This design comes from an exercise in tuning for small area, a short achievable clock period and few clock cycles per item on the open sky130 flow, not from production work.
At most, simulation tests tie the RTL to the original design; equivalence was not proved.
No activity file was given, so power comes from the tool's default toggle rates.

run 1:
Design inline_markup_style_parser_core, start of the top module:
module inline_markup_style_parser_core (
	input  wire logic        clk,
	input  wire logic        arst_n,
	input  wire logic        items_valid,
	output logic             items_ready,
	input  wire logic [15:0] items_code,
	input  wire logic [1:0]  items_kind,
	output logic             results_valid,
	input  wire logic        results_ready,
	output logic [1:0]       results_event_res,
	output logic [15:0]      results_char_out,
	output logic             results_bold,
	output logic             results_italic,
	output logic             results_underline,
	output logic             results_strike,
	output logic             results_last
);
For scale: roughly 370 cells after synthesis, about 79 flip-flops, roughly 47 I/O pins.
==> flow/config.mk <==
export PLATFORM = sky130hd
export DESIGN_NAME = inline_markup_style_parser_core
export DESIGN_NICKNAME = inline_markup_style_parser_core
export VERILOG_FILES = /design/flow/design.v
export SDC_FILE = /design/flow/constraint.sdc
export NUM_CORES = 4
export LEC_CHECK = 0
export CAP_MARGIN = 20
export CORE_MARGIN = 2
export CORE_UTILIZATION = 60
export SLEW_MARGIN = 20
==> flow/constraint.sdc <==
create_clock -name core_clock -period 11.0 [get_ports {clk}]
set_input_delay 2.2000 -clock core_clock [delete_from_list [all_inputs] [get_ports {clk}]]
set_output_delay 2.2000 -clock core_clock [all_outputs]
set_load 0.01 [all_outputs]
standard.sh (not shown) runs the stock make flow with config.mk's settings and CLKGATE_MAP_FILE= SYNTH_SCRIPT=/design/flow/synth_recipe.tcl, a recipe that flattens the netlist after the stock synthesis.
==> flow/flow/run.sh <==
#!/bin/bash
# Standard synthesis, unchanged; then the standard ORFS layout steps with
# the settings below.
set -euo pipefail
bash standard.sh synth > synth.log 2>&1
bash standard.sh \
  BUFFER_PORTS_ARGS=-buffer_cell\ sky130_fd_sc_hd__buf_1 \
  SETUP_SLACK_MARGIN=7.9 \
  CTS_ARGS=-sink_clustering_enable\ -repair_clock_nets\ -dont_use_dummy_load \
  finish > layout.log 2>&1
The inputs of run 2 differ from those of run 1 as listed below.
-- flow/flow/run.sh --
<<< run 1, line 7
  BUFFER_PORTS_ARGS=-buffer_cell\ sky130_fd_sc_hd__buf_1 \
>>> run 2, line 7
  BUFFER_PORTS_ARGS=-buffer_cell\ sky130_fd_sc_hd__buf_2 \
<<< run 1, line 9
  CTS_ARGS=-sink_clustering_enable\ -repair_clock_nets\ -dont_use_dummy_load \
>>> run 2, line 9
  CTS_ARGS=-sink_clustering_enable\ -repair_clock_nets\ -dont_use_dummy_load\ -sink_clustering_size\ 24\ -sink_clustering_max_diameter\ 300\ -sink_clustering_levels\ 1\ -buf_list\ sky130_fd_sc_hd__clkbuf_16\ -root_buf\ sky130_fd_sc_hd__clkbuf_16 \
## What came out
- In the reports for run 1 and run 2, the smaller non-clock buffer contribution to total cell area belongs to run 1.
- Run 2 ended with more minimum setup slack in the final design than run 1.
- The area added between synthesis and finish in run 2 was higher than what run 1 gave.
diff inputs: run 2 => run 3
==> flow/flow/run.sh <==
#!/bin/bash
# Standard synthesis, unchanged; then the standard ORFS layout steps with
# the settings below.
set -euo pipefail
bash standard.sh synth > synth.log 2>&1
bash standard.sh \
  BUFFER_PORTS_ARGS=-buffer_cell\ sky130_fd_sc_hd__buf_2 \
  SETUP_SLACK_MARGIN=8.0 \
  CTS_ARGS=-sink_clustering_enable\ -repair_clock_nets\ -dont_use_dummy_load \
  finish > layout.log 2>&1
According to the power report, total power for run 3 is lower than for run 2. On final instance area, run 2 beats run 3. Max post-detailed-routing wire length across run 2 and run 3: run 3. Between run 2 and run 3, the difference in highest attainable clock frequency is negligible.
Function was not checked in any run of this note: the RTL went through the layout flow alone.

## before
Another version of the RTL of inline_markup_style_parser_core (not shown whole).
Size in the first run: roughly 370 cells after synthesis, about 47 I/O pins.
export LEC_CHECK = 0
export CAP_MARGIN = 20
export CORE_MARGIN = 2
export CORE_UTILIZATION = 60
export SLEW_MARGIN = 20
create_clock -name core_clock -period 11.0 [get_ports {clk}]
==> flow/flow/run.sh <==
#!/bin/bash
# Standard synthesis, unchanged; then the standard ORFS layout steps with
# the settings below.
set -euo pipefail
bash standard.sh synth > synth.log 2>&1
bash standard.sh \
  BUFFER_PORTS_ARGS=-buffer_cell\ sky130_fd_sc_hd__buf_2 \
  SETUP_SLACK_MARGIN=7.9 \
  CTS_ARGS=-sink_clustering_enable\ -repair_clock_nets\ -dont_use_dummy_load\ -buf_list\ sky130_fd_sc_hd__clkbuf_4\ -root_buf\ sky130_fd_sc_hd__clkbuf_8 \
  finish > layout.log 2>&1
before went all the way through synthesis, placement and routing and the layout is clean on timing, DRC and antenna.
Testbench counts of before, summed over its fixed seeds: cycles 40,349, items 40,240.
[inputs] after vs before
diff --git a/flow/flow/run.sh b/flow/flow/run.sh
--- a/flow/flow/run.sh
+++ b/flow/flow/run.sh
@@ -9 +9 @@
-  CTS_ARGS=-sink_clustering_enable\ -repair_clock_nets\ -dont_use_dummy_load\ -buf_list\ sky130_fd_sc_hd__clkbuf_4\ -root_buf\ sky130_fd_sc_hd__clkbuf_8 \
+  CTS_ARGS=-sink_clustering_enable\ -repair_clock_nets\ -dont_use_dummy_load \
==> notes.md <==
- Comparing after against before, there is no change at all in relative area of clock buffers and inverters in the final design.
- | register-to-register slack | after vs before | ≈ equal |
- From before to after, minimum period implied by the final worst setup slack did not move at all.

[static timing again, ports no longer ideal]
No port has a modelled driver above. Below, the same layouts with a new extraction and two added sets of constraints. Step 1 sets driving cells, clkbuf_16 on the clock port and buf_2 on the other inputs (assumed; they add their load-dependent delay and slew). Step 2 times the ports against the registers' clock, not the clock port: input delays grow and output delays shrink by t, the midpoint of the rising clock arrivals with the driver on. a / b / c = no drivers / after step 1 / after step 2; a / b = the first two.
| run | shift t [ns] | setup WS [ns] | worst hold slack (ns) |
|---|---|---|---|
| run 1 | 0.364 | 7.875 / 7.869 / 7.504 | 0.477 / 0.477 / 0.477 |
| run 2 | 0.355 | 7.908 / 7.893 / 7.538 | 0.470 / 0.470 / 0.470 |
| run 3 | 0.360 | 7.905 / 7.900 / 7.540 | 0.473 / 0.473 / 0.473 |
| before | 0.381 | 7.903 / 7.872 / 7.519 | 0.476 / 0.476 / 0.476 |
| after | 0.381 | 7.903 / 7.872 / 7.519 | 0.476 / 0.476 / 0.476 |
After both steps setup and hold are still met in every run listed.
